Context: an optimization exercise on an open-source flow, tuned for small area and a short achievable clock period. The choices shown serve that exercise and are no tape-out recipe.
In this exercise RTL edits were held to simulation tests only and were not proved equivalent to the original.
Power and IR drop assume default switching activity.

**flow/design.v**
```verilog
`timescale 1ns/1ns
module breakout_top (
    input  logic        clk,
    input  logic        rst,
    input  logic [3:0]  ctrl,      
    input  logic        vsync,
    input  logic [20:0] px,        
    output logic [23:0] rgb,       
    output logic        started,
    output logic        over
);
    logic vsync_q, step;
    logic ball_lost;
    always_ff @(posedge clk or negedge rst) begin
        if (!rst) begin
            vsync_q <= 1'b0;
            step    <= 1'b0;
            started <= 1'b0;
            over    <= 1'b0;
        end else begin
            vsync_q <= vsync;
            step    <= vsync & ~vsync_q & started & ~over & ~ctrl[0];
            if (ctrl[3]) started <= 1'b1;
            if (step && ball_lost) over <= 1'b1;
        end
    end
    logic [9:0] padl;            
    logic [9:0] bx, by;          
    logic [3:0] vx;              
    logic [1:0] vym1;            
    logic       dx, dy;          
    logic [4:0] hxp;             
    logic [24:0] alive;
    assign ball_lost = by >= 10'd427;
    logic [9:0] padl_n;
    always_comb begin
        logic [7:0] moved;
        moved  = padl[9:2] + (ctrl[2] ? 8'hFF : 8'h01);
        padl_n = padl;
        if (ctrl[2])      padl_n = (padl > 10'd228) ? {moved, padl[1:0]} : 10'd224;
        else if (ctrl[1]) padl_n = (padl < 10'd484) ? {moved, padl[1:0]} : 10'd488;
    end
    logic [4:0] hx;              
    logic [4:0] hy;              
    logic [24:0] hit;
    logic [4:0] colhit;
    logic bounce_x, bounce_y;
    always_comb begin
        for (int c = 0; c < 5; c++)
            hx[c] = (bx >= 10'(248 + 50 * c)) && (bx <= 10'(300 + 50 * c));
        for (int r = 0; r < 5; r++)
            hy[r] = (by >= 10'(103 + 20 * r)) && (by <= 10'(130 + 20 * r));
        for (int r = 0; r < 5; r++)
            for (int c = 0; c < 5; c++)
                hit[r*5+c] = alive[r*5+c] & hy[r] & hx[c];
        for (int c = 0; c < 5; c++)
            colhit[c] = hit[c] | hit[5+c] | hit[10+c] | hit[15+c] | hit[20+c];
        bounce_x = |(colhit & ~hxp);
        bounce_y = |(colhit & hxp);
    end
    logic        paddle_hit;
    logic [10:0] u;
    logic [6:0]  ul;
    logic [3:0]  angle;
    logic [1:0]  angle_vym1;
    always_comb begin
        u  = {1'b0, bx} - {1'b0, padl};
        ul = u[6:0];
        paddle_hit = (by >= 10'd414) && (by <= 10'd425) && (u[10:7] == 4'd0) && (ul <= 7'd80);
        angle = 4'd8;
        for (int i = 7; i >= 0; i--)
            if (ul >= 7'(38 - 4 * i) && ul <= 7'(42 + 4 * i)) angle = 4'(i);
        if (ul >= 7'd30 && ul <= 7'd50)      angle_vym1 = 2'd3;
        else if (ul >= 7'd18 && ul <= 7'd62) angle_vym1 = 2'd2;
        else if (ul >= 7'd10 && ul <= 7'd70) angle_vym1 = 2'd1;
        else                                 angle_vym1 = 2'd0;
    end
    logic [9:0] bx_n, by_n;
    logic [3:0] vx_n;
    logic [1:0] vym1_n;
    logic       dx_n, dy_n;
    always_comb begin
        bx_n = ((bx ^ {10{~dx}}) + {6'd0, vx}) ^ {10{~dx}};
        by_n = ((by ^ {10{~dy}}) + {7'd0, 3'(vym1) + 3'd1}) ^ {10{~dy}};
        vx_n = vx;
        vym1_n = vym1;
        dx_n = dx;
        dy_n = dy;
        if (bx <= 10'd230)      dx_n = 1'b1;
        else if (bx >= 10'd562) dx_n = 1'b0;
        if (by <= 10'd95)       dy_n = 1'b1;
        else if (by >= 10'd427) dy_n = 1'b0;
        if (paddle_hit) begin
            by_n   = 10'd413;
            dy_n   = 1'b0;
            dx_n   = ul > 7'd40;
            vx_n   = angle;
            vym1_n = angle_vym1;
        end
        if (bounce_x) dx_n = ~dx;
        if (bounce_y) dy_n = ~dy;
    end
    always_ff @(posedge clk or negedge rst) begin
        if (!rst) begin
            padl  <= 10'd331;
            bx    <= 10'd371;
            by    <= 10'd286;
            vx    <= 4'd0;
            vym1  <= 2'd1;
            dx    <= 1'b1;
            dy    <= 1'b1;
            hxp   <= 5'b00100;
            alive <= '1;
        end else if (step) begin
            padl  <= padl_n;
            bx    <= bx_n;
            by    <= by_n;
            vx    <= vx_n;
            vym1  <= vym1_n;
            dx    <= dx_n;
            dy    <= dy_n;
            hxp   <= hx;
            alive <= alive & ~hit;
        end
    end
    logic [9:0] qx, qy;
    logic       act;
    assign qx  = px[20:11];
    assign qy  = px[10:1];
    assign act = px[0];
    logic border, on_ball, on_paddle, on_brick;
    logic [2:0] brow;
    logic okx, oky, okp;
    logic [3:0] dx4, dy4;
    logic [2:0] apy;
    logic [6:0] tl;
    near16 u_nx (.a(qx), .b(bx), .ok(okx), .d(dx4));
    near16 u_ny (.a(qy), .b(by), .ok(oky), .d(dy4));
    near128 u_np (.a(qx), .b(padl), .ok(okp), .d(tl));
    always_comb begin
        border = (qx >= 10'd221) && (qx <= 10'd570) && (qy >= 10'd86) && (qy <= 10'd435) &&
                 !((qx >= 10'd224) && (qx <= 10'd567) && (qy >= 10'd89) && (qy <= 10'd432));
        apy = (qy >= 10'd420) ? 3'(qy - 10'd420) : 3'(10'd420 - qy);
        on_paddle = 1'b0;
        if (qy >= 10'd415 && qy <= 10'd425 && okp) begin
            case (apy)
                3'd0:             on_paddle = tl <= 7'd80;
                3'd1, 3'd2, 3'd3: on_paddle = tl >= 7'd1 && tl <= 7'd79;
                3'd4:             on_paddle = tl >= 7'd2 && tl <= 7'd78;
                default:          on_paddle = tl >= 7'd5 && tl <= 7'd75;
            endcase
        end
        on_brick = 1'b0;
        brow = 3'd0;
        for (int r = 0; r < 5; r++)
            for (int c = 0; c < 5; c++)
                if (alive[r*5+c] &&
                    qx >= 10'(254 + 50 * c) && qx <= 10'(293 + 50 * c) &&
                    qy >= 10'(109 + 20 * r) && qy <= 10'(123 + 20 * r)) begin
                    on_brick = 1'b1;
                    brow = 3'(r);
                end
    end
    logic [1:0] ph, ph_q;        
    logic       bd_q, bl_q, pd_q;
    logic [3:0] dx_q, dy_q;
    logic [2:0] bk, bk_q;        
    always_comb begin
        ph = !act ? 2'd0 : !started ? 2'd1 : over ? 2'd2 : 2'd3;
        bk = on_brick ? brow + 3'd1 : 3'd0;
    end
    always_ff @(posedge clk or negedge rst) begin
        if (!rst) ph_q <= 2'd0;
        else      ph_q <= ph;
    end
    always_ff @(posedge clk) begin
        bd_q <= border;
        bl_q <= okx & oky;
        dx_q <= dx4;
        dy_q <= dy4;
        pd_q <= on_paddle;
        bk_q <= bk;
    end
    always_comb begin
        logic [2:0] abx, aby;
        logic       disc;
        abx = dx_q[3] ? 3'(-dx_q[2:0]) : dx_q[2:0];
        aby = dy_q[3] ? 3'(-dy_q[2:0]) : dy_q[2:0];
        disc = 1'b0;
        if (dx_q != 4'b1000 && dy_q != 4'b1000) begin
            case (aby)
                3'd0:             disc = abx <= 3'd6;
                3'd1, 3'd2, 3'd3: disc = abx <= 3'd5;
                3'd4:             disc = abx <= 3'd4;
                3'd5:             disc = abx <= 3'd3;
                3'd6:             disc = abx == 3'd0;
                default:          disc = 1'b0;
            endcase
        end
        case (ph_q)
            2'd0: rgb = 24'h000000;
            2'd1: rgb = 24'h202040;
            2'd2: rgb = 24'h800000;
            default: begin
                if (bd_q)               rgb = 24'h4BA3C3;
                else if (bl_q && disc)  rgb = 24'hFF0000;
                else if (pd_q)          rgb = 24'hFFFFFF;
                else begin
                    case (bk_q)
                        3'd1:    rgb = 24'hFFADAD;
                        3'd2:    rgb = 24'hFDFFB6;
                        3'd3:    rgb = 24'hCAFFBF;
                        3'd4:    rgb = 24'h9BF6FF;
                        3'd5:    rgb = 24'hBDB2FF;
                        default: rgb = 24'h000000;
                    endcase
                end
            end
        endcase
    end
endmodule
module near16 (
    input  logic [9:0] a,
    input  logic [9:0] b,
    output logic       ok,
    output logic [3:0] d
);
    logic [4:0] l;
    logic [5:0] ah, bh, x;
    logic eq0, eqp, eqm;
    always_comb begin
        begin
            logic [3:0] g, p;
            logic [4:0] bw;
            g = ~a[3:0] & b[3:0];
            p = ~(a[3:0] ^ b[3:0]);
            bw[0] = 1'b0;
            bw[1] = g[0];
            bw[2] = g[1] | (p[1] & g[0]);
            bw[3] = g[2] | (p[2] & g[1]) | (p[2] & p[1] & g[0]);
            bw[4] = g[3] | (p[3] & g[2]) | (p[3] & p[2] & g[1]) | (p[3] & p[2] & p[1] & g[0]);
            l = {bw[4], ~p ^ bw[3:0]};
        end
        d  = l[3:0];
        ah = a[9:4];
        bh = b[9:4];
        x  = ah ^ bh;
        eq0 = (x == 6'd0);
        eqp = 1'b0;              
        eqm = 1'b0;              
        for (int k = 0; k < 6; k++) begin
            logic lowp, lowm, high;
            lowp = 1'b1;
            lowm = 1'b1;
            high = 1'b1;
            for (int i = 0; i < k; i++) begin
                lowp &= bh[i] & ~ah[i];
                lowm &= ah[i] & ~bh[i];
            end
            for (int i = k + 1; i < 6; i++) high &= ~x[i];
            eqp |= ah[k] & ~bh[k] & lowp & high;
            eqm |= bh[k] & ~ah[k] & lowm & high;
        end
        ok = d[3] ? (l[4] ? eq0 : eqm) : (l[4] ? eqp : eq0);
    end
endmodule
module near128 (
    input  logic [9:0] a,
    input  logic [9:0] b,
    output logic       ok,
    output logic [6:0] d
);
    logic [7:0] l;
    logic [2:0] ah, bh;
    always_comb begin
        l  = {1'b0, a[6:0]} - {1'b0, b[6:0]};
        d  = l[6:0];
        ah = a[9:7];
        bh = b[9:7];
        ok = l[7] ? (ah == bh + 3'd1 && bh != 3'd7) : (ah == bh);
    end
endmodule
```
**flow/flow/run.sh**
```bash
#!/bin/bash
# Standard layout, with the port buffers made from buf_4 cells instead of the default pick.
set -euo pipefail
bash standard.sh "BUFFER_PORTS_ARGS=-buffer_cell sky130_fd_sc_hd__buf_4" finish > standard_make.log 2>&1
```
**flow/standard.sh**
```bash
#!/bin/bash
# synth_recipe.tcl (not shown) runs the flow's synth.tcl, then flattens the netlist and writes it again
# the make line also repeats each setting of config.mk as NAME=value (left out here)
make -C /OpenROAD-flow-scripts/flow DESIGN_CONFIG=/design/flow/config.mk WORK_HOME=/design/flow/orfs CLKGATE_MAP_FILE= SYNTH_SCRIPT=/design/flow/synth_recipe.tcl "${@:-finish}"
```
**flow/config.mk**
```make
export PLATFORM = sky130hd
export DESIGN_NAME = breakout_top
export DESIGN_NICKNAME = breakout_top
export VERILOG_FILES = /design/flow/design.v
export SDC_FILE = /design/flow/constraint.sdc
export NUM_CORES = 4
export LEC_CHECK = 0
export CAP_MARGIN = 20
export CORE_MARGIN = 2
export CORE_UTILIZATION = 40
export SLEW_MARGIN = 20
```
**flow/constraint.sdc**
```tcl
create_clock -name core_clock -period 14.0 [get_ports {clk}]
set_input_delay 2.8000 -clock core_clock [delete_from_list [all_inputs] [get_ports {clk}]]
set_output_delay 2.8000 -clock core_clock [all_outputs]
set_load 0.01 [all_outputs]
```
==> results of run 1 <==
placed cells by master, fill, tap and decap left out, types with 29 or more instances in the layout:
cell type / n
a21oi_1: 75
o21a_1: 30
ha_1: 75
buf_4: 57
xnor2_1: 41
dfstp_2: 44
nand3_1: 39
nor3_1: 31
inv_1: 84
dfrtp_1: 29
nand2_1: 97
o21ai_0: 41
nor2_1: 54
stage by stage:
stage / total power [mW] / cells / instance area (um2) / hold WS (ps) / setup slack, ps
CTS: 1.74 / 1292 / 9000 / 398 / 8330
finish: 1.75 / 1292 / 9000 / 397 / 8310
global route: 1.91 / 1292 / 9000 / 409 / 8130
floorplan: 1.23 / 992 / 8100 / 383 / 8760
detailed placement: 1.46 / 1276 / 8670 / 389 / 8640
global placement: 1.46 / 1276 / 8670 / 386 / 8750
cell type report:
class	instances	share of cell area [%]
clock inverters	6	1.00
multi-input cells	775	60.2
inverters	87	3.63
well taps	270	3.75
clock buffers	10	2.65
flip-flops and latches	87	24.0
repair buffers	57	4.75
where the power goes:
part,switching [mW],leakage [nW],internal [mW]
Sequential,0.124,0.938,0.313
Combinational,0.615,2.61,0.425
Clock,0.112,0.159,0.162
Total,0.851,3.71,0.900
path summary, 6_finish.rpt:
kind	start	endpoint	slack [ps]	depth (start not counted)
worst min register to register	vsync_q	step	400	1
worst max-delay path	dy_q[0]	rgb[14]	8310	11
min in group asynchronous	rst	vx[0]	2580	1
max in group asynchronous	rst	bx[7]	10780	1
worst min-delay path	vsync_q	step	400	1
worst max register to register	bx[3]	vx[1]	9820	9
routing by layer:
metal	share of wire, %	global-route usage [%]
met4	1.7	6.70
met1	48	29.8
met2	46	33.9
met3	4.1	2.31
met5	0	0
registers in the layout, indices dropped and copies added, names as in the netlist, 2 cells and up:
signal,flops
bx,10
vym1,2
bk_q,3
dy_q,4
alive,25
ph_q,2
hxp,5
vx,4
dx_q,4
by,10
padl,9
kinds of logic after synthesis:
logic type	synth area share (%)
simple gates	19.0
compound gates	26.6
buf+inv	6.44
flops	26.7
fa+ha+maj	13.4
xor+xnor	6.16
mux	1.62
==> metrics.csv, run 1 <==
metric;value;unit
most common cell in the netlist;nand2_1;
Leak;3.71;nW
CP top delay family;compound AO/OA/AOI/OAI gates;
Synth Instances;992;
Starting Density;40.4;%
ANT nets after route;0;
Critical path buffers and inverters;2;
post-synth top area share;14.3;%
CTS Buffer Depth;2;
relative slew slack;30.4;%
CTS tree;built;
Top FF cell, synth;dfstp_2;
Post-CTS Setup Repair Bufs;0;
CP endpoint kind;primary output;
type of the worst min-delay path;reg -> reg;
first-pass GRT wire length;36.8;mm
Placement Rows;52;
Syn Area/Cell;8.17;um2
Detailed Route WL;22.0;mm
gpl congestion;0.902;
async set-reset flop share out of synthesis;83.9;%
WP data required;11200;ps
actual slew at the worst max-slew pin;1020;ps
setup_tns;0;ps
crit path launch type;flop;
clk slew on worst S/H paths;70;ps
Die Span Y;146;um
Synth warnings;3;
largest net degree at the start of global routing;74;
latest clock arrival within the worst-skew pair;360;ps
share of cells above drive strength 1;13.8;%
Final Max Slew Viols;0;
synthesized cell area;8100;um2
cts bufs inserted;9;
status;no timing/DRC/antenna violations;
full die area;21400;um2
DR iter-0 viols;532;
RSZ-0062 raised after global routing;false;
Yosys cell types;85;
CP max FO;7;
final setup fails;0;
Worst Skew;8.75;ps
CP max stage delay;380;ps
Nets;1127;
H-tree levels;3;
CP cell instances;inv_1 > ha_1 > nand2b_1 > xnor2_1 > o22ai_1 > o21ai_0 > a22oi_1 > o211a_1 > or2_2 > a211oi_1 > buf_4;
VDD IR-drop max;0.133;mV
sequential area share after synthesis;26.7;%
critical path arrival;2890;ps
Final Util;44.9;%
routed vias/inst;5.76;
Worst Setup Path Type;reg -> out;
drt pass-1 iters;6;
DRC;0;
Area Overhead vs Synth;11.1;%
Final Critical Period;5690;ps
vias in the first global route;6984;
EDFF count, synth;0;
Multi-input gate area;5420;um2
drt wl/cell;17.1;um
max_cap viols;0;
critical path's slowest cell;or2_2;
Synth Register Bits;87;
# IOs;54;
fillcell total;2021;
routed via count;7440;
initial antenna violation count;0;
Final Hold Vio Count;0;
cts hold-fix bufs;0;
leading cell types by total area after synthesis;dfstp_2, ha_1, dfrtp_1;
Clock Sinks;87;
dpl hpwl;16.8;mm
pwr dens;194;nW/um2
fmax;176;MHz
most common library cells after synthesis;nand2_1, inv_1, a21oi_1, ha_1, nor2_1;
Final period util;40.6;%
Core Area;20000;um2
Die Width;146;um
buffers added on ports;53;
Syn Nets;1102;
area of all sequential standard cells;2160;um2
# diodes;0;
gr usage total;21.1;%
post-CTS sizing;0;
Synth area leader;dfstp_2;
GR Overflow Total;0;
clock root buffer;clkbuf_16;
==> run 2: changes to the inputs <==
--- a/flow/design.v
+++ b/flow/design.v
@@ -134,3 +134,3 @@
     logic [3:0] dx4, dy4;
-    logic [2:0] apy;
+    logic [2:0] abx, aby, apy;
     logic [6:0] tl;
@@ -142,2 +142,15 @@
                  !((qx >= 10'd224) && (qx <= 10'd567) && (qy >= 10'd89) && (qy <= 10'd432));
+        abx = dx4[3] ? 3'(-dx4[2:0]) : dx4[2:0];
+        aby = dy4[3] ? 3'(-dy4[2:0]) : dy4[2:0];
+        on_ball = 1'b0;
+        if (okx && oky && dx4 != 4'b1000 && dy4 != 4'b1000) begin
+            case (aby)
+                3'd0:             on_ball = abx <= 3'd6;
+                3'd1, 3'd2, 3'd3: on_ball = abx <= 3'd5;
+                3'd4:             on_ball = abx <= 3'd4;
+                3'd5:             on_ball = abx <= 3'd3;
+                3'd6:             on_ball = abx == 3'd0;
+                default:          on_ball = 1'b0;
+            endcase
+        end
         apy = (qy >= 10'd420) ? 3'(qy - 10'd420) : 3'(10'd420 - qy);
@@ -165,3 +178,2 @@
     logic       bd_q, bl_q, pd_q;
-    logic [3:0] dx_q, dy_q;
     logic [2:0] bk, bk_q;        
@@ -177,5 +189,3 @@
         bd_q <= border;
-        bl_q <= okx & oky;
-        dx_q <= dx4;
-        dy_q <= dy4;
+        bl_q <= on_ball;
         pd_q <= on_paddle;
@@ -184,17 +194,2 @@
     always_comb begin
-        logic [2:0] abx, aby;
-        logic       disc;
-        abx = dx_q[3] ? 3'(-dx_q[2:0]) : dx_q[2:0];
-        aby = dy_q[3] ? 3'(-dy_q[2:0]) : dy_q[2:0];
-        disc = 1'b0;
-        if (dx_q != 4'b1000 && dy_q != 4'b1000) begin
-            case (aby)
-                3'd0:             disc = abx <= 3'd6;
-                3'd1, 3'd2, 3'd3: disc = abx <= 3'd5;
-                3'd4:             disc = abx <= 3'd4;
-                3'd5:             disc = abx <= 3'd3;
-                3'd6:             disc = abx == 3'd0;
-                default:          disc = 1'b0;
-            endcase
-        end
         case (ph_q)
@@ -205,3 +200,3 @@
                 if (bd_q)               rgb = 24'h4BA3C3;
-                else if (bl_q && disc)  rgb = 24'hFF0000;
+                else if (bl_q)  rgb = 24'hFF0000;
                 else if (pd_q)          rgb = 24'hFFFFFF;
==> metrics.csv, run 2 <==
metric;value;unit;change
status;no timing/DRC/antenna violations;;unchanged
Synth Instances;976;;was 992
post-synthesis mux area share;1.90;%;was 1.62%
CP max FO;6;;was 7
first-pass GRT wire length;37.5;mm;was 36.8 mm
Yosys cell types;90;;was 85
Critical Path Most Common Cell;inv_1;;
clk slew on worst S/H paths;70;ps;about the same
hold endpoint;step;;unchanged
type of the worst min-delay path;reg -> reg;;unchanged
actual slew at the worst max-slew pin;999;ps;was 1020 ps
pwr dens;162;nW/um2;was 194 nW/um2
vias in the first global route;7166;;was 6984
Final Max Slew Viols;0;;unchanged
routed vias/inst;5.91;;was 5.76
latest clock arrival within the worst-skew pair;360;ps;about the same
max_cap viols;0;;unchanged
Synth warnings;3;;unchanged
async set-reset flop share out of synthesis;92.4;%;was 83.9%
Area Overhead vs Synth;10.3;%;was 11.1%
# IOs;54;;unchanged
gpl congestion;0.889;;was 0.902
Final period util;37.4;%;was 40.6%
Synth Register Bits;79;;was 87
most common cell in the netlist;inv_1;;was nand2_1
routed via count;7455;;was 7440
FF-to-FF Start;bx[0];;was bx[3]
adder-cell share of the synthesized area;13.4;%;about the same
Worst Setup Path Type;in -> reg;;was reg -> out
final setup fails;0;;unchanged
Detailed Route WL;22.6;mm;was 22.0 mm
Hold Path Depth;1;;unchanged
leading cell types by total area after synthesis;dfstp_2, ha_1, dfrtp_1;;unchanged
Worst Min Path Start;vsync_q;;unchanged
post-synth top area share;14.4;%;was 14.3%
Final Power;1.43;mW;was 1.75 mW
Placement Rows;51;;was 52
reg2reg setup slack;10210;ps;was 9820 ps
CTS Buffer Depth;2;;unchanged
Worst Skew;8.98;ps;was 8.75 ps
RSZ-0062 raised after global routing;false;;unchanged
commonest cells after routing, fill and taps aside;inv_1, nor2_1, ha_1;;was nand2_1, inv_1, a21oi_1, ha_1, buf_4
Post-CTS Setup Repair Bufs;0;;unchanged
xor/xnor share of the synthesized area;5.56;%;was 6.16%
Die Span Y;146;um;about the same
Top FF cell, synth;dfstp_2;;unchanged
share of cells above drive strength 1;15.0;%;was 13.8%
max reg flops;25;;unchanged
WP data required;14240;ps;was 11200 ps
Setup WS post-layout;8760;ps;was 8310 ps
drt wl/cell;17.9;um;was 17.1 um
critical path's slowest cell;or4_1;;was or2_2
ANT nets after route;0;;unchanged
compound-cell area share of the yosys netlist;29.6;%;was 26.6%
CTS tree;built;;unchanged
EDFF count, synth;0;;unchanged
gr usage total;21.6;%;was 21.1%
worst reg2reg path endpoint;vx[2];;was vx[1]
cts hold-fix bufs;0;;unchanged
Clock Sinks;79;;was 87
most common library cells after synthesis;inv_1, nor2_1, ha_1, nand2_1, a21oi_1;;was nand2_1, inv_1, a21oi_1, ha_1, nor2_1
sequential area share after synthesis;24.9;%;was 26.7%
main combinational cell family by area after synthesis;compound AO/OA/AOI/OAI gates;;unchanged
buffers added on ports;53;;unchanged
dpl hpwl;17.5;mm;was 16.8 mm
crit path launch type;input pin;;was flop
Final Critical Period;5240;ps;was 5690 ps
Top reg by flops;alive;;unchanged
synthesized cell area;8040;um2;was 8100 um2
clock root buffer;clkbuf_16;;unchanged
Nets;1101;;was 1127
Core Area;19600;um2;was 20000 um2
# diodes;0;;unchanged
DRC;0;;unchanged
fmax;191;MHz;was 176 MHz
setup_tns;0;ps;unchanged
relative slew slack;33.4;%;was 30.4%
CP endpoint kind;flop;;was primary output
critical path arrival;5480;ps;was 2890 ps
H-tree levels;3;;unchanged
largest net degree at the start of global routing;74;;unchanged
Final Hold Vio Count;0;;unchanged
Starting Density;41.0;%;was 40.4%
dpl ws;8370;ps;was 8640 ps
Top Registers;alive (25), bx (10), by (10);;unchanged
Syn Nets;1085;;was 1102
cts bufs inserted;9;;unchanged
drt pass-1 iters;5;;was 6
Leak;3.64;nW;was 3.71 nW
CP max stage delay;560;ps;was 380 ps
DR iter-0 viols;546;;was 532
Syn Area/Cell;8.23;um2;was 8.17 um2
simple logic cell fraction of the synthesized area;18.1;%;was 19.0%
GR Overflow Total;0;;unchanged
full die area;21200;um2;was 21400 um2
CP cell instances;buf_4 > inv_1 > ha_1 > inv_1 > fa_1 > a21o_1 > a21oi_1 > or4b_1 > o2111ai_1 > or4_1 > a2bb2oi_1 > o21ai_1 > a2111oi_0;;was inv_1 > ha_1 > nand2b_1 > xnor2_1 > o22ai_1 > o21ai_0 > a22oi_1 > o211a_1 > or2_2 > a211oi_1 > buf_4
Register-to-Register Path Depth;11;;was 9
initial antenna violation count;0;;unchanged
post-CTS sizing;0;;unchanged
most common cell after layout, fill and taps aside;inv_1;;was nand2_1
Die Width;146;um;about the same
VDD IR-drop max;0.0745;mV;was 0.133 mV
Synth area leader;dfstp_2;;unchanged
run 2: cell types whose count changed after synthesis, sizes merged, moves of 8 or more:
cell	delta
nor2	+22
nand3	-20
a21oi	-20
o21ai	+17
a211oi	+9
nand2	-26
dfxtp	-8
run 2: per-layer routing:
layer  global-route usage (%)  vias to the layer above  part of all wire (%)
li1                         -                     3657                     -
met1                     30.6                     3562                    48
met2                     34.1                      207                    45
met3                     2.82                       29                   4.7
met4                     7.16                        0                   2.1
met5                        0                        -                     0
run 2: worst max path at each step:
stage | start | endpoint | slack (ps) | cells past startpoint
3_5_place_dp | px[11] | pd_q | 8370 | 13
4_1_cts | px[11] | pd_q | 8770 | 13
6_report | px[11] | pd_q | 8760 | 13
2_1_floorplan | px[11] | pd_q | 8760 | 12
3_3_place_gp | px[11] | pd_q | 8470 | 13
5_1_grt | px[11] | pd_q | 8470 | 13
run 2: stage by stage:
step | cell area, um2 | std cells | utilization (%) | hold WS [ps]
2_1_floorplan | 8040 | 976 | - | 383
3_3_place_gp | 8550 | 1246 | 43.7 | 392
3_5_place_dp | 8550 | 1246 | 43.7 | 391
4_1_cts | 8860 | 1262 | 45.2 | 401
5_1_grt | 8860 | 1262 | 45.2 | 414
6_report | 8860 | 1262 | 45.2 | 398
run 2: logic make-up (layout without fill, tap and decap cells):
family | count (synthesis) | after routing
and+or+nand+nor | 289 | 289
adders and majority gates | 82 | 82
muxes | 14 | 14
DFF | 79 | 79
buffers and inverters | 129 | 150
AOI/OAI and AO/OA | 332 | 332
xor gates and xnor gates | 51 | 51
run 2: final cells by class:
class	count	area, um2
sequential	79	2000
clock inverter	7	81.3
timing repair buffer	55	413
tap	265	332
multi-input combinational	768	5510
inverter	79	297
fill	1928	10700
clock buffer	9	225
run 2: worst max-delay path: cells and delay by family:
kind	cells	cell delay, ps
buffers and inverters	3	250
and+or+nand+nor	2	730
adders and majority gates	2	570
AOI/OAI and AO/OA	6	1110
run 2: where the power goes:
part / leakage (nW) / internal [mW] / switching (mW)
Sequential: 0.875 / 0.265 / 0.0729
Clock: 0.153 / 0.129 / 0.120
Combinational: 2.61 / 0.341 / 0.506
==> run 3: changes to the inputs <==
--- a/flow/design.v
+++ b/flow/design.v
@@ -130,4 +130,4 @@
     assign act = px[0];
-    logic border, on_ball, on_paddle, on_brick;
-    logic [2:0] brow;
+    logic border, on_ball, on_paddle;
+    logic [4:0] pcol, prow;
     logic okx, oky, okp;
@@ -165,12 +165,7 @@
         end
-        on_brick = 1'b0;
-        brow = 3'd0;
+        for (int c = 0; c < 5; c++)
+            pcol[c] = qx >= 10'(254 + 50 * c) && qx <= 10'(293 + 50 * c);
         for (int r = 0; r < 5; r++)
-            for (int c = 0; c < 5; c++)
-                if (alive[r*5+c] &&
-                    qx >= 10'(254 + 50 * c) && qx <= 10'(293 + 50 * c) &&
-                    qy >= 10'(109 + 20 * r) && qy <= 10'(123 + 20 * r)) begin
-                    on_brick = 1'b1;
-                    brow = 3'(r);
-                end
+            prow[r] = qy >= 10'(109 + 20 * r) && qy <= 10'(123 + 20 * r) &&
+                      |(pcol & alive[r*5 +: 5]);
     end
@@ -181,3 +176,3 @@
         ph = !act ? 2'd0 : !started ? 2'd1 : over ? 2'd2 : 2'd3;
-        bk = on_brick ? brow + 3'd1 : 3'd0;
+        bk = {prow[3] | prow[4], prow[1] | prow[2], prow[0] | prow[2] | prow[4]};
     end
==> metrics.csv, run 3 <==
metric;value;unit;change
fillcell total;1969;;was 1928
VDD IR-drop max;0.0961;mV;was 0.0745 mV
FF-to-FF Start;padl[0];;was bx[0]
relative slew slack;37.2;%;was 33.4%
actual slew at the worst max-slew pin;942;ps;was 999 ps
routed vias/inst;5.83;;was 5.91
most common cell after layout, fill and taps aside;nand2_1;;was inv_1
GR Overflow Total;0;;unchanged
CTS tree;built;;unchanged
Critical Path Most Common Cell;a21oi_1;;was inv_1
Placement Rows;51;;unchanged
status;no timing/DRC/antenna violations;;unchanged
type of the worst min-delay path;reg -> reg;;unchanged
xor/xnor share of the synthesized area;6.15;%;was 5.56%
critical path's slowest cell;or4_1;;unchanged
CP max FO;5;;was 6
clock root buffer;clkbuf_16;;unchanged
Die Width;145;um;was 146 um
Syn Nets;1084;;was 1085
vias in the first global route;6913;;was 7166
Clock Sinks;79;;unchanged
main combinational cell family by area after synthesis;compound AO/OA/AOI/OAI gates;;unchanged
# diodes;0;;unchanged
latest clock arrival within the worst-skew pair;350;ps;was 360 ps
commonest cells after routing, fill and taps aside;nand2_1, inv_1, ha_1;;was inv_1, nor2_1, ha_1
most common cell in the netlist;nand2_1;;was inv_1
clk slew on worst S/H paths;70;ps;about the same
cts hold-fix bufs;0;;unchanged
Synth Register Bits;79;;unchanged
Core Area;19500;um2;was 19600 um2
cts bufs inserted;9;;unchanged
Nets;1096;;was 1101
Top FF cell, synth;dfstp_2;;unchanged
Leak;3.51;nW;was 3.64 nW
Final Max Slew Viols;0;;unchanged
Yosys cell types;91;;was 90
CP cell instances;buf_4 > inv_1 > ha_1 > inv_1 > fa_1 > a21o_1 > a21oi_1 > o21bai_1 > a21oi_1 > xnor2_1 > or4_1 > a21oi_1 > o21ai_0;;was buf_4 > inv_1 > ha_1 > inv_1 > fa_1 > a21o_1 > a21oi_1 > or4b_1 > o2111ai_1 > or4_1 > a2bb2oi_1 > o21ai_1 > a2111oi_0
drt pass-1 iters;5;;unchanged
EDFF count, synth;0;;unchanged
first-pass GRT wire length;36.3;mm;was 37.5 mm
Synth Instances;977;;was 976
Worst Setup Path Type;in -> reg;;unchanged
Final period util;36.4;%;was 37.4%
synthesized cell area;7970;um2;was 8040 um2
initial antenna violation count;0;;unchanged
gr usage total;20.8;%;was 21.6%
Area Overhead vs Synth;9.60;%;was 10.3%
WP data required;14240;ps;about the same
Final Power;1.48;mW;was 1.43 mW
Synth area leader;dfstp_2;;unchanged
Final Hold Vio Count;0;;unchanged
Top Registers;alive (25), bx (10), by (10);;unchanged
Worst Min Path Start;vsync_q;;unchanged
RSZ-0062 raised after global routing;false;;unchanged
Post-CTS Setup Repair Bufs;0;;unchanged
pwr dens;170;nW/um2;was 162 nW/um2
full die area;21100;um2;was 21200 um2
max_cap viols;0;;unchanged
drt wl/cell;17.4;um;was 17.9 um
buffers added on ports;53;;unchanged
setup_tns;0;ps;unchanged
async set-reset flop share out of synthesis;92.4;%;unchanged
sequential area share after synthesis;25.1;%;was 24.9%
Worst Setup SP;px[11];;unchanged
Final Critical Period;5100;ps;was 5240 ps
Starting Density;40.8;%;was 41.0%
largest net degree at the start of global routing;74;;unchanged
routed via count;7340;;was 7455
# IOs;54;;unchanged
share of cells above drive strength 1;14.8;%;was 15.0%
simple logic cell fraction of the synthesized area;17.6;%;was 18.1%
CTS Buffer Depth;2;;unchanged
post-synthesis mux area share;1.62;%;was 1.90%
compound-cell area share of the yosys netlist;29.1;%;was 29.6%
final setup fails;0;;unchanged
post-synth top area share;14.5;%;was 14.4%
reg2reg setup slack;10280;ps;was 10210 ps
DRC;0;;unchanged
H-tree levels;3;;unchanged
max reg flops;25;;unchanged
Die Span Y;145;um;was 146 um
most common library cells after synthesis;nand2_1, inv_1, ha_1, nor2_1, o21ai_0;;was inv_1, nor2_1, ha_1, nand2_1, a21oi_1
adder-cell share of the synthesized area;13.2;%;was 13.4%
Worst Skew;9.74;ps;was 8.98 ps
Syn Area/Cell;8.16;um2;was 8.23 um2
crit path launch type;input pin;;unchanged
Top reg by flops;alive;;unchanged
gpl congestion;0.873;;was 0.889
fmax;196;MHz;was 191 MHz
CP endpoint kind;flop;;unchanged
critical path arrival;5350;ps;was 5480 ps
post-CTS sizing;0;;unchanged
DR iter-0 viols;644;;was 546
dpl hpwl;16.9;mm;was 17.5 mm
leading cell types by total area after synthesis;dfstp_2, ha_1, dfrtp_1;;unchanged
ANT nets after route;0;;unchanged
Detailed Route WL;21.9;mm;was 22.6 mm
CP max stage delay;520;ps;was 560 ps
Synth warnings;3;;unchanged
[run 3: critical path, delay by kind of cell]
kind                       cells  cell delay (ps)
AOI/OAI and AO/OA              6              980
adders and majority gates      2              620
and+or+nand+nor                1              520
buffers and inverters          3              290
xor gates and xnor gates       1              140
[run 3: worst paths after layout]
kind	end	depth (start not counted)
setup / recovery	pd_q	13
hold / removal	step	1
setup reg to reg	by[4]	10
hold reg to reg	step	1
max in group asynchronous	bx[3]	1
min in group asynchronous	ph_q[0]	1
[run 3: kinds of logic after synthesis]
group	after synthesis
compound gates	333
xor+xnor	56
fa+ha+maj	80
buf+inv	133
flops	79
mux	12
simple gates	284
[run 3: through the flow]
step	instance area [um2]	std cells	util (%)	setup WS, ps	hold WS (ps)
6_report	8740	1259	44.8	8900	442
5_1_grt	8740	1259	44.8	8700	440
4_1_cts	8740	1259	44.8	8920	437
3_5_place_dp	8440	1243	43.2	8540	424
3_3_place_gp	8440	1243	43.2	8610	403
2_1_floorplan	7970	977	-	8870	383
[run 3: where the power goes]
group          total, mW  internal (mW)  switching [mW]
clock              0.246          0.149          0.0974
combinational      0.878          0.348           0.530
sequential         0.358          0.269          0.0889
[run 3: final cells by class]
cell class	count	area, um2	share of cell area, %
inverters	80	300	3.44
repair buffers	54	405	4.64
clock inverters	3	42.5	0.487
clock buffers	13	262	2.99
flip-flops and latches	79	2000	22.9
well taps	265	332	3.79
multi-input cells	765	5400	61.7
[run 3: per-layer routing]
layer | up-vias | part of all wire [%] | track usage (%) | wire [um]
met1 | 3505 | 49 | 29.6 | 10600
met4 | 0 | 2.2 | 7.65 | 470
met3 | 24 | 4.8 | 2.74 | 1040
met5 | - | 0 | 0 | 0
met2 | 195 | 44 | 32.4 | 9710
li1 | 3616 | - | - | -
==> run 4: changes to the inputs <==
--- a/flow/design.v
+++ b/flow/design.v
@@ -265,3 +265,38 @@
     always_comb begin
-        l  = {1'b0, a[6:0]} - {1'b0, b[6:0]};
+        begin
+            logic [6:0] g, p;
+            logic [7:0] bw;
+            g = ~a[6:0] & b[6:0];
+            p = ~a[6:0] | b[6:0];
+            bw[0] = 1'b0;
+            bw[1] = (g[0]);
+            bw[2] = (g[0] & p[1]) |
+                    (g[1]);
+            bw[3] = (g[0] & p[1] & p[2]) |
+                    (g[1] & p[2]) |
+                    (g[2]);
+            bw[4] = (g[0] & p[1] & p[2] & p[3]) |
+                    (g[1] & p[2] & p[3]) |
+                    (g[2] & p[3]) |
+                    (g[3]);
+            bw[5] = (g[0] & p[1] & p[2] & p[3] & p[4]) |
+                    (g[1] & p[2] & p[3] & p[4]) |
+                    (g[2] & p[3] & p[4]) |
+                    (g[3] & p[4]) |
+                    (g[4]);
+            bw[6] = (g[0] & p[1] & p[2] & p[3] & p[4] & p[5]) |
+                    (g[1] & p[2] & p[3] & p[4] & p[5]) |
+                    (g[2] & p[3] & p[4] & p[5]) |
+                    (g[3] & p[4] & p[5]) |
+                    (g[4] & p[5]) |
+                    (g[5]);
+            bw[7] = (g[0] & p[1] & p[2] & p[3] & p[4] & p[5] & p[6]) |
+                    (g[1] & p[2] & p[3] & p[4] & p[5] & p[6]) |
+                    (g[2] & p[3] & p[4] & p[5] & p[6]) |
+                    (g[3] & p[4] & p[5] & p[6]) |
+                    (g[4] & p[5] & p[6]) |
+                    (g[5] & p[6]) |
+                    (g[6]);
+            l = {bw[7], a[6:0] ^ b[6:0] ^ bw[6:0]};
+        end
         d  = l[6:0];
==> metrics.csv, run 4 <==
metric;value;unit;change
status;no timing/DRC/antenna violations;;unchanged
max_cap viols;0;;unchanged
Detailed Route WL;22.1;mm;was 21.9 mm
first-pass GRT wire length;35.3;mm;was 36.3 mm
Synth area leader;dfstp_2;;unchanged
Top Usage Layer GRT;met2;;unchanged
adder-cell share of the synthesized area;14.1;%;was 13.2%
met3 Usage GRT;2.90;%;was 2.74%
actual slew at the worst max-slew pin;1010;ps;was 942 ps
WP data required;11200;ps;was 14240 ps
async set-reset flop share out of synthesis;92.4;%;unchanged
Top reg by flops;alive;;unchanged
share of cells above drive strength 1;14.9;%;was 14.8%
critical path arrival;2200;ps;was 5350 ps
Area Overhead vs Synth;10.6;%;was 9.60%
Core Area;19500;um2;about the same
Nets;1086;;was 1096
GR Util met1;31.5;%;was 29.6%
Final Critical Period;5000;ps;was 5100 ps
GRT met2 Usage;33.0;%;was 32.4%
dpl hpwl;16.9;mm;about the same
reg2reg setup slack;9850;ps;was 10280 ps
CTS Buffer Depth;2;;unchanged
routed vias/inst;5.79;;was 5.83
CTS tree;built;;unchanged
Hold Path Depth;1;;unchanged
Yosys cell types;94;;was 91
# IOs;54;;unchanged
clk slew on worst S/H paths;70;ps;about the same
clock root buffer;clkbuf_16;;unchanged
post-CTS sizing;0;;unchanged
RSZ-0062 raised after global routing;false;;unchanged
simple logic cell fraction of the synthesized area;17.6;%;about the same
cts bufs inserted;9;;unchanged
DRC;0;;unchanged
full die area;21000;um2;was 21100 um2
Worst Skew;7.61;ps;was 9.74 ps
most common library cells after synthesis;ha_1, nand2_1, inv_1, a21oi_1, nor2_1;;was nand2_1, inv_1, ha_1, nor2_1, o21ai_0
fmax;200;MHz;was 196 MHz
latest clock arrival within the worst-skew pair;350;ps;about the same
Die Span Y;145;um;about the same
Top Registers;alive (25), bx (10), by (10);;unchanged
cts hold-fix bufs;0;;unchanged
setup_tns;0;ps;unchanged
Clock Sinks;79;;unchanged
routed via count;7199;;was 7340
post-synthesis mux area share;1.48;%;was 1.62%
synthesized cell area;7930;um2;was 7970 um2
Synth Instances;949;;was 977
# diodes;0;;unchanged
leading cell types by total area after synthesis;dfstp_2, ha_1, dfrtp_1;;unchanged
Finished Layout Cells;1243;;was 1259
Leak;3.65;nW;was 3.51 nW
CP max FO;6;;was 5
drt pass-1 iters;5;;unchanged
H-tree levels;3;;unchanged
drt wl/cell;17.8;um;was 17.4 um
pwr dens;181;nW/um2;was 170 nW/um2
Syn Nets;1062;;was 1084
Placement Rows;51;;unchanged
main combinational cell family by area after synthesis;compound AO/OA/AOI/OAI gates;;unchanged
xor/xnor share of the synthesized area;6.48;%;was 6.15%
gpl congestion;0.914;;was 0.873
initial antenna violation count;0;;unchanged
largest net degree at the start of global routing;74;;unchanged
CP cell instances;inv_1 > ha_1 > nor2b_1 > nor2_1 > o21bai_1 > o31ai_1 > nand2b_1 > buf_4;;was buf_4 > inv_1 > ha_1 > inv_1 > fa_1 > a21o_1 > a21oi_1 > o21bai_1 > a21oi_1 > xnor2_1 > or4_1 > a21oi_1 > o21ai_0
compound-cell area share of the yosys netlist;28.4;%;was 29.1%
Critical path buffers and inverters;2;;was 3
Die Width;145;um;about the same
Syn Area/Cell;8.36;um2;was 8.16 um2
buffers added on ports;53;;unchanged
Synth Register Bits;79;;unchanged
commonest cells after routing, fill and taps aside;ha_1, nand2_1, inv_1;;was nand2_1, inv_1, ha_1
Synth warnings;3;;unchanged
GR Overflow Total;0;;unchanged
Post-CTS Setup Repair Bufs;0;;unchanged
crit path launch type;flop;;was input pin
CP max stage delay;400;ps;was 520 ps
Worst Setup Path Type;reg -> out;;was in -> reg
most common cell in the netlist;ha_1;;was nand2_1
relative slew slack;32.3;%;was 37.2%
sequential area share after synthesis;25.2;%;was 25.1%
final setup fails;0;;unchanged
Final Hold Vio Count;0;;unchanged
max reg flops;25;;unchanged
Top FF cell, synth;dfstp_2;;unchanged
Worst path depth;8;;was 13
ANT nets after route;0;;unchanged
EDFF count, synth;0;;unchanged
DR iter-0 viols;643;;was 644
Final Max Slew Viols;0;;unchanged
CP top delay family;simple AND/OR/NAND/NOR gates;;was compound AO/OA/AOI/OAI gates
post-synth top area share;14.6;%;was 14.5%
CP endpoint kind;primary output;;was flop
VDD IR-drop max;0.131;mV;was 0.0961 mV
gr usage total;21.4;%;was 20.8%
most common cell after layout, fill and taps aside;ha_1;;was nand2_1
Register-to-Register Path Depth;9;;was 10
Final period util;35.7;%;was 36.4%
critical path's slowest cell;dfxtp_1;;was or4_1
type of the worst min-delay path;reg -> reg;;unchanged
vias in the first global route;6674;;was 6913
placed insts;1227;;was 1243
Starting Density;40.8;%;about the same
run 4: cell count changes in the layout (fill, tap and decap cells not counted), moves of 6 or more:
cell,change
o21ai_0,-23
o21a_1,-14
a21boi_0,+11
nand2_1,-10
nor3_1,+9
and2_1,-8
inv_1,-7
ha_1,+6
nor3b_1,+6
nor4_1,-6
run 4: path summary, 6_finish.rpt:
path                              start       to
worst max-delay path            bk_q[1]  rgb[13]
worst min-delay path            vsync_q     step
max in group asynchronous           rst  vsync_q
min in group asynchronous           rst    vx[2]
worst max register to register    bx[4]    vx[0]
worst min register to register  vsync_q     step
run 4: kinds of logic (layout without fill, tap and decap cells):
| family | after synthesis | in the layout |
|---|---|---|
| multiplexers | 11 | 11 |
| AO/OA/AOI/OAI | 313 | 313 |
| adder cells (fa/ha/maj) | 85 | 85 |
| flip-flops | 79 | 79 |
| XOR/XNOR | 57 | 57 |
| buffers and inverters | 122 | 151 |
| AND/OR/NAND/NOR | 282 | 282 |
run 4: final cells by class:
type,instances,area (um2)
inverters,80,300
clock buffers,9,225
flip-flops and latches,79,2000
multi-input cells,748,5400
clock inverters,7,104
well taps,265,332
fillers,1937,10700
repair buffers,55,413
run 4: metal layers:
metal | up-vias | wire (um)
li1 | 3563 | -
met1 | 3426 | 11000
met2 | 185 | 9860
met3 | 25 | 924
met4 | 0 | 352
met5 | - | 0
run 4: report_power, final:
group	switching [mW]	internal, mW
sequential	0.0964	0.274
clock	0.109	0.159
combinational	0.561	0.386
run 4: metrics by stage:
stage	hold WS [ps]	total power, mW	util, %	worst slack, ps	instance area (um2)
6_report	402	1.59	45.1	9000	8770
5_1_grt	411	1.72	45.1	8760	8770
4_1_cts	406	1.59	45.1	8990	8770
3_5_place_dp	397	1.31	43.4	8750	8450
3_3_place_gp	389	1.30	43.4	8840	8450
2_1_floorplan	383	1.10	-	9040	7930
==> run 5: changes to the inputs <==
--- a/flow/design.v
+++ b/flow/design.v
@@ -171,40 +171,40 @@
     end
-    logic [1:0] ph, ph_q;        
-    logic       bd_q, bl_q, pd_q;
-    logic [2:0] bk, bk_q;        
+    logic       playing;
+    logic [3:0] bgc, bgc_q;      
+    logic       bl_q, pd_q;
     always_comb begin
-        ph = !act ? 2'd0 : !started ? 2'd1 : over ? 2'd2 : 2'd3;
-        bk = {prow[3] | prow[4], prow[1] | prow[2], prow[0] | prow[2] | prow[4]};
+        playing = act & started & ~over & ~border;
+        if (!act)          bgc = 4'd0;
+        else if (!started) bgc = 4'd1;
+        else if (over)     bgc = 4'd2;
+        else if (border)   bgc = 4'd3;
+        else               bgc = {|prow, prow[4], prow[2] | prow[3], prow[1] | prow[3]};
     end
     always_ff @(posedge clk or negedge rst) begin
-        if (!rst) ph_q <= 2'd0;
-        else      ph_q <= ph;
-    end
-    always_ff @(posedge clk) begin
-        bd_q <= border;
-        bl_q <= on_ball;
-        pd_q <= on_paddle;
-        bk_q <= bk;
+        if (!rst) begin
+            bgc_q <= 4'd0;
+            bl_q  <= 1'b0;
+            pd_q  <= 1'b0;
+        end else begin
+            bgc_q <= bgc;
+            bl_q  <= playing & on_ball;
+            pd_q  <= playing & on_paddle;
+        end
     end
     always_comb begin
-        case (ph_q)
-            2'd0: rgb = 24'h000000;
-            2'd1: rgb = 24'h202040;
-            2'd2: rgb = 24'h800000;
-            default: begin
-                if (bd_q)               rgb = 24'h4BA3C3;
-                else if (bl_q)  rgb = 24'hFF0000;
-                else if (pd_q)          rgb = 24'hFFFFFF;
-                else begin
-                    case (bk_q)
-                        3'd1:    rgb = 24'hFFADAD;
-                        3'd2:    rgb = 24'hFDFFB6;
-                        3'd3:    rgb = 24'hCAFFBF;
-                        3'd4:    rgb = 24'h9BF6FF;
-                        3'd5:    rgb = 24'hBDB2FF;
-                        default: rgb = 24'h000000;
-                    endcase
-                end
-            end
-        endcase
+        if (bl_q)      rgb = 24'hFF0000;
+        else if (pd_q) rgb = 24'hFFFFFF;
+        else begin
+            case (bgc_q)
+                4'd1:    rgb = 24'h202040;
+                4'd2:    rgb = 24'h800000;
+                4'd3:    rgb = 24'h4BA3C3;
+                4'd8:    rgb = 24'hFFADAD;
+                4'd9:    rgb = 24'hFDFFB6;
+                4'd10:   rgb = 24'hCAFFBF;
+                4'd11:   rgb = 24'h9BF6FF;
+                4'd12:   rgb = 24'hBDB2FF;
+                default: rgb = 24'h000000;
+            endcase
+        end
     end
==> metrics.csv, run 5 <==
metric;value;unit;change
status;no timing/DRC/antenna violations;;unchanged
Sequential Power Share;24.1;%;was 23.4%
clock root buffer;clkbuf_16;;unchanged
most common library cells after synthesis;nand2_1, ha_1, a21oi_1, inv_1, nor2_1;;was ha_1, nand2_1, inv_1, a21oi_1, nor2_1
Critical Path Most Common Cell;inv_1;;
CP endpoint kind;flop;;was primary output
setup_tns;0;ps;unchanged
crit path launch type;input pin;;was flop
Starting Density;40.9;%;was 40.8%
EDFF count, synth;0;;unchanged
Synth Instances;981;;was 949
DRC;0;;unchanged
Die Span Y;145;um;about the same
share of cells above drive strength 1;14.4;%;was 14.9%
commonest cells after routing, fill and taps aside;nand2_1, ha_1, inv_1, a21oi_1, nor2_1;;was ha_1, nand2_1, inv_1
Final Power;1.52;mW;was 1.59 mW
# IOs;54;;unchanged
latest clock arrival within the worst-skew pair;350;ps;about the same
full die area;21100;um2;was 21000 um2
CTS tree;built;;unchanged
routed vias/inst;5.91;;was 5.79
fmax;201;MHz;was 200 MHz
Yosys cell types;89;;was 94
initial antenna violation count;0;;unchanged
cts hold-fix bufs;0;;unchanged
Die Width;145;um;about the same
cts bufs inserted;9;;unchanged
pwr dens;174;nW/um2;was 181 nW/um2
Synth area leader;dfstp_2;;unchanged
max_cap viols;0;;unchanged
buffers added on ports;53;;unchanged
Cell Int Power;0.782;mW;was 0.819 mW
Worst Setup Path Type;in -> reg;;was reg -> out
routed wl met2;9.88;mm;was 9.86 mm
largest net degree at the start of global routing;72;;was 74
final setup fails;0;;unchanged
DR iter-0 viols;680;;was 643
Final Hold Vio Count;0;;unchanged
Synth Register Bits;77;;was 79
Post-CTS Setup Repair Bufs;0;;unchanged
CP cell instances;buf_4 > inv_1 > ha_1 > inv_1 > a21oi_1 > o21ai_1 > a221oi_1 > xnor2_1 > mux2i_1 > a22oi_1 > a2111oi_0;;was inv_1 > ha_1 > nor2b_1 > nor2_1 > o21bai_1 > o31ai_1 > nand2b_1 > buf_4
Synth warnings;3;;unchanged
Hold WS;473;ps;was 402 ps
WP data required;14200;ps;was 11200 ps
fin area;8760;um2;was 8770 um2
Syn Nets;1090;;was 1062
Placement Rows;51;;unchanged
gr usage total;20.9;%;was 21.4%
dpl hpwl;17.2;mm;was 16.9 mm
Clock power frac;15.1;%;was 16.9%
type of the worst min-delay path;reg -> reg;;unchanged
critical path arrival;5190;ps;was 2200 ps
vias in the first global route;6926;;was 6674
CP max FO;9;;was 6
Top reg by flops;alive;;unchanged
Top Registers;alive (25), bx (10), by (10);;unchanged
Nets;1099;;was 1086
Final period util;35.6;%;was 35.7%
Final Max Slew Viols;0;;unchanged
actual slew at the worst max-slew pin;993;ps;was 1010 ps
critical path's slowest cell;a221oi_1;;was dfxtp_1
part of the power in combinational logic;60.9;%;was 59.7%
leading cell types by total area after synthesis;dfstp_2, ha_1, dfrtp_1;;unchanged
CP top delay family;compound AO/OA/AOI/OAI gates;;was simple AND/OR/NAND/NOR gates
max reg flops;25;;unchanged
Final Critical Period;4990;ps;was 5000 ps
Placed Instance Area;8470;um2;was 8450 um2
post-CTS sizing;0;;unchanged
Leak;3.59;nW;was 3.65 nW
routed wl met3;1.31;mm;was 924 um
Area Overhead vs Synth;9.78;%;was 10.6%
CP max stage delay;450;ps;was 400 ps
VDD IR-drop max;0.0936;mV;was 0.131 mV
post-synth top area share;14.5;%;was 14.6%
Detailed Route WL;22.2;mm;was 22.1 mm
gpl congestion;0.873;;was 0.914
CTS Buffer Depth;2;;unchanged
placed insts;1244;;was 1227
clk slew on worst S/H paths;60;ps;was 70 ps
Sw Ratio;48.7;%;was 48.3%
most common cell after layout, fill and taps aside;nand2_1;;was ha_1
routed via count;7444;;was 7199
H-tree levels;3;;unchanged
drt pass-1 iters;6;;was 5
Highest Signal Layer;met4;;unchanged
RSZ-0062 raised after global routing;false;;unchanged
drt wl/cell;17.6;um;was 17.8 um
relative slew slack;33.7;%;was 32.3%
# diodes;0;;unchanged
Switch Pwr;0.741;mW;was 0.766 mW
Critical path buffers and inverters;3;;was 2
wl on met1;10.4;mm;was 11.0 mm
async set-reset flop share out of synthesis;100;%;was 92.4%
most common cell in the netlist;nand2_1;;was ha_1
Core Area;19500;um2;about the same
ANT nets after route;0;;unchanged
sequential area share after synthesis;24.8;%;was 25.2%
Finished Layout Cells;1260;;was 1243
GR Overflow Total;0;;unchanged
Clock Sinks;77;;was 79
synthesized cell area;7980;um2;was 7930 um2
Worst Skew;16.3;ps;was 7.61 ps
Syn Area/Cell;8.14;um2;was 8.36 um2
Top FF cell, synth;dfstp_2;;unchanged
first-pass GRT wire length;36.4;mm;was 35.3 mm
[run 5: layout make-up]
type                       instances  area (um2)
fill                            1942       10800
multi-input combinational        774        5470
sequential                        77        1980
timing repair buffer              56         420
tap                              265         332
inverter                          72         270
clock buffer                      12         256
clock inverter                     4        31.3
[run 5: cell families (layout without fill, tap and decap cells)]
kind of cell	after synthesis	in the layout	share of synthesized area, %
muxes	11	11	1.46
xor gates and xnor gates	56	56	6.14
AOI/OAI and AO/OA	322	322	28.6
adders and majority gates	81	81	13.4
DFF	77	77	24.8
and+or+nand+nor	304	304	18.9
buffers and inverters	130	144	6.72
[run 5: worst paths after layout]
kind                            from         to  slack [ps]  depth (start not counted)
min in group asynchronous        rst      by[7]        2250                          1
setup / recovery              px[12]       pd_q        9010                         11
max in group asynchronous        rst      bx[7]       10630                          2
setup reg to reg             padl[3]      vx[1]       10100                          9
hold / removal             alive[16]  alive[16]         470                          1
hold reg to reg            alive[16]  alive[16]         470                          1
[run 5: power by group through the flow]
stage,combinational (mW),sequential [mW],clock (mW)
floorplan,0.783,0.298,0
finish,0.927,0.366,0.229
CTS,0.925,0.366,0.235
global route,1.04,0.376,0.244
global placement,0.910,0.368,0
detailed placement,0.918,0.369,0
[run 5: routing by layer]
layer | track usage (%) | vias to the layer above
met5 | 0 | -
met4 | 7.70 | 0
met3 | 3.84 | 30
met2 | 31.6 | 227
met1 | 29.7 | 3529
li1 | - | 3658
[run 5: stage by stage]
stage	setup WS, ps	utilization [%]
after floorplan	9010	-
after global placement	8780	43.4
after detailed placement	8660	43.4
after CTS	9010	44.8
after global routing	8680	44.9
final	9010	44.9
==> run 6: changes to the inputs <==
==> flow/flow/run.sh (replaced) <==
#!/bin/bash
# Standard layout, with the port buffers made from buf_2 cells instead of the default pick.
set -euo pipefail
bash standard.sh "BUFFER_PORTS_ARGS=-buffer_cell sky130_fd_sc_hd__buf_2" finish > standard_make.log 2>&1
==> metrics.csv, run 6 <==
metric;value;unit;change
status;no timing/DRC/antenna violations;;unchanged
worst reg2reg path endpoint;vx[1];;unchanged
sequential area share after synthesis;24.8;%;unchanged
commonest cells after routing, fill and taps aside;nand2_1, ha_1, inv_1, a21oi_1, nor2_1;;unchanged
RSZ-0062 raised after global routing;false;;unchanged
Register-to-Register Path Depth;11;;was 9
cts hold-fix bufs;0;;unchanged
Top Registers;alive (25), bx (10), by (10);;unchanged
first-pass GRT wire length;36.6;mm;was 36.4 mm
VDD IR-drop max;0.0998;mV;was 0.0936 mV
Worst Skew;11.2;ps;was 16.3 ps
actual slew at the worst max-slew pin;996;ps;was 993 ps
dpl hpwl;17.0;mm;was 17.2 mm
CTS tree;built;;unchanged
max reg flops;25;;unchanged
gpl congestion;0.858;;was 0.873
main combinational cell family by area after synthesis;compound AO/OA/AOI/OAI gates;;unchanged
post-synthesis mux area share;1.46;%;unchanged
buffers added on ports;53;;unchanged
Starting Density;40.9;%;unchanged
async set-reset flop share out of synthesis;100;%;unchanged
relative slew slack;33.5;%;was 33.7%
critical path arrival;5210;ps;was 5190 ps
Finished Layout Cells;1259;;was 1260
most common library cells after synthesis;nand2_1, ha_1, a21oi_1, inv_1, nor2_1;;unchanged
simple logic cell fraction of the synthesized area;18.9;%;unchanged
cts bufs inserted;9;;unchanged
most common cell after layout, fill and taps aside;nand2_1;;unchanged
type of the worst min-delay path;reg -> reg;;unchanged
max_cap viols;0;;unchanged
Top reg by flops;alive;;unchanged
Final Power;1.52;mW;about the same
CP endpoint kind;flop;;unchanged
initial antenna violation count;0;;unchanged
Nets;1098;;was 1099
Syn Nets;1090;;unchanged
placed insts;1243;;was 1244
CTS Buffer Depth;2;;unchanged
adder-cell share of the synthesized area;13.4;%;unchanged
Final period util;35.7;%;was 35.6%
Synth warnings;3;;unchanged
final setup fails;0;;unchanged
pwr dens;176;nW/um2;was 174 nW/um2
most common cell in the netlist;nand2_1;;unchanged
drt pass-1 iters;6;;unchanged
Final Critical Period;5000;ps;was 4990 ps
full die area;21100;um2;unchanged
Synth Register Bits;77;;unchanged
# IOs;54;;unchanged
Synth area leader;dfstp_2;;unchanged
Core Area;19500;um2;unchanged
GR Overflow Total;0;;unchanged
drt wl/cell;17.7;um;was 17.6 um
leading cell types by total area after synthesis;dfstp_2, ha_1, dfrtp_1;;unchanged
share of cells above drive strength 1;14.4;%;about the same
largest net degree at the start of global routing;78;;was 72
Die Width;145;um;unchanged
Placement Rows;51;;unchanged
Post-CTS Setup Repair Bufs;0;;unchanged
Top FF cell, synth;dfstp_2;;unchanged
Worst Setup Path Type;in -> reg;;unchanged
crit path launch type;input pin;;unchanged
Die Span Y;145;um;unchanged
Yosys cell types;89;;unchanged
Syn Area/Cell;8.14;um2;unchanged
fillcell total;1988;;was 1942
synthesized cell area;7980;um2;unchanged
xor/xnor share of the synthesized area;6.14;%;unchanged
gr usage total;21.1;%;was 20.9%
post-CTS sizing;0;;unchanged
setup_tns;0;ps;unchanged
FF-to-FF Start;bx[0];;was padl[3]
CP endpoint;pd_q;;unchanged
clk slew on worst S/H paths;70;ps;was 60 ps
Final Max Slew Viols;0;;unchanged
latest clock arrival within the worst-skew pair;350;ps;about the same
fmax;200;MHz;was 201 MHz
# diodes;0;;unchanged
Clock Sinks;77;;unchanged
Final Hold Vio Count;0;;unchanged
WP data required;14200;ps;about the same
compound-cell area share of the yosys netlist;28.6;%;unchanged
vias in the first global route;6851;;was 6926
CP max FO;9;;unchanged
clock root buffer;clkbuf_16;;unchanged
Leak;3.56;nW;was 3.59 nW
EDFF count, synth;0;;unchanged
DRC;0;;unchanged
Detailed Route WL;22.2;mm;about the same
Synth Instances;981;;unchanged
ANT nets after route;0;;unchanged
Worst Setup SP;px[12];;unchanged
Area Overhead vs Synth;8.06;%;was 9.78%
H-tree levels;3;;unchanged
routed via count;7498;;was 7444
DR iter-0 viols;630;;was 680
reg2reg setup slack;10100;ps;about the same
routed vias/inst;5.96;;was 5.91
post-synth top area share;14.5;%;unchanged
[run 6: cell types whose count changed in the layout (fill, tap and decap cells not counted)]
cell,previous run,this run
clkbuf_8,2,0
buf_2,0,52
buf_6,0,1
clkinv_4,1,2
buf_4,56,2
clkinvlp_4,0,1
inv_8,0,1
clkbuf_1,1,0
[run 6: worst max-delay path, cell delays in order]
cell and delay, ps:
buf_2 160, inv_1 180, ha_1 170, inv_1 30, a21oi_1 210, o21ai_1 140
a221oi_1 450, xnor2_1 290, mux2i_1 240, a22oi_1 90, a2111oi_0 430
[run 6: layer usage]
metal  share of wire [%]  global-route usage [%]
met5                   0                       0
met4                 3.1                    7.94
met3                 5.2                    2.58
met2                  45                    32.4
met1                  47                    30.2
[run 6: worst min path at each step]
stage / startpoint / endpoint / slack (ps) / depth (start not counted)
after floorplan: alive[4] / alive[4] / 440 / 2
after global placement: alive[15] / alive[15] / 460 / 2
after detailed placement: alive[18] / alive[18] / 470 / 1
after CTS: alive[9] / alive[9] / 480 / 1
after global routing: alive[18] / alive[18] / 490 / 1
final: alive[9] / alive[9] / 470 / 1
[run 6: layout make-up]
class | count | area [um2] | area share, %
Clock buffer | 9 | 225 | 2.61
Multi-Input combinational cell | 774 | 5470 | 63.4
Timing Repair Buffer | 55 | 287 | 3.32
Clock inverter | 7 | 58.8 | 0.682
Inverter | 72 | 270 | 3.13
Sequential cell | 77 | 1980 | 23.0
Tap cell | 265 | 332 | 3.84
[run 6: cells by family (layout without fill, tap and decap cells)]
kind of cell	Yosys count	in the layout
buffers and inverters	130	143
XOR/XNOR	56	56
multiplexers	11	11
adder cells (fa/ha/maj)	81	81
AO/OA/AOI/OAI	322	322
flip-flops	77	77
AND/OR/NAND/NOR	304	304
[run 6: through the flow]
step	setup slack, ps	hold WS (ps)	utilization, %	area [um2]
after floorplan	9010	444	-	7980
after global placement	8770	464	42.7	8330
after detailed placement	8590	466	42.7	8330
after CTS	8950	476	44.1	8610
after global routing	8700	486	44.2	8630
final	9000	475	44.2	8630
[run 6: power breakdown]
part           internal [mW]  total (mW)  switching [mW]
registers              0.264       0.368           0.103
logic                  0.380       0.921           0.541
clock network          0.123       0.229           0.106
total                  0.767        1.52           0.750

==> what the ideal ports hide <==
How much do the figures lean on ideal ports? The routed layouts below were timed once more, with nothing changed but the port constraints. Step 1: set_driving_cell puts a clkbuf_16 on clk and a buf_2 on each other input, an assumption about the parent block. Step 2 adds t to the input delays and takes it off the output delays; t is the mean of the earliest and latest rising clock arrival at the registers after step 1. Input paths then give back, and output paths get back, about the clock's delay inside the block. a / b / c = no drivers / after step 1 / after step 2; a / b = the first two.
| run | shift t [ns] | setup WS [ns] | worst data-port slew with drivers (ns) | pins driven straight from the clock port |
|---|---|---|---|---|
| run 1 | 0.397 | 8.312 / 8.269 / 8.599 | 0.05 | 1 |
| run 2 | 0.401 | 8.759 / 8.783 / 8.382 | 0.05 | 1 |
| run 3 | 0.390 | 8.897 / 8.918 / 8.528 | 0.04 | 1 |
| run 4 | 0.389 | 8.997 / 8.956 / 8.717 | 0.05 | 1 |
| run 5 | 0.384 | 9.014 / 9.028 / 8.645 | 0.04 | 1 |
| run 6 | 0.394 | 8.996 / 9.024 / 8.631 | 0.05 | 1 |
After both steps every run listed still meets setup and hold. The setup slack of run 2, which loses most, moves by +0.024 ns with the drivers and by -0.377 ns with both steps.
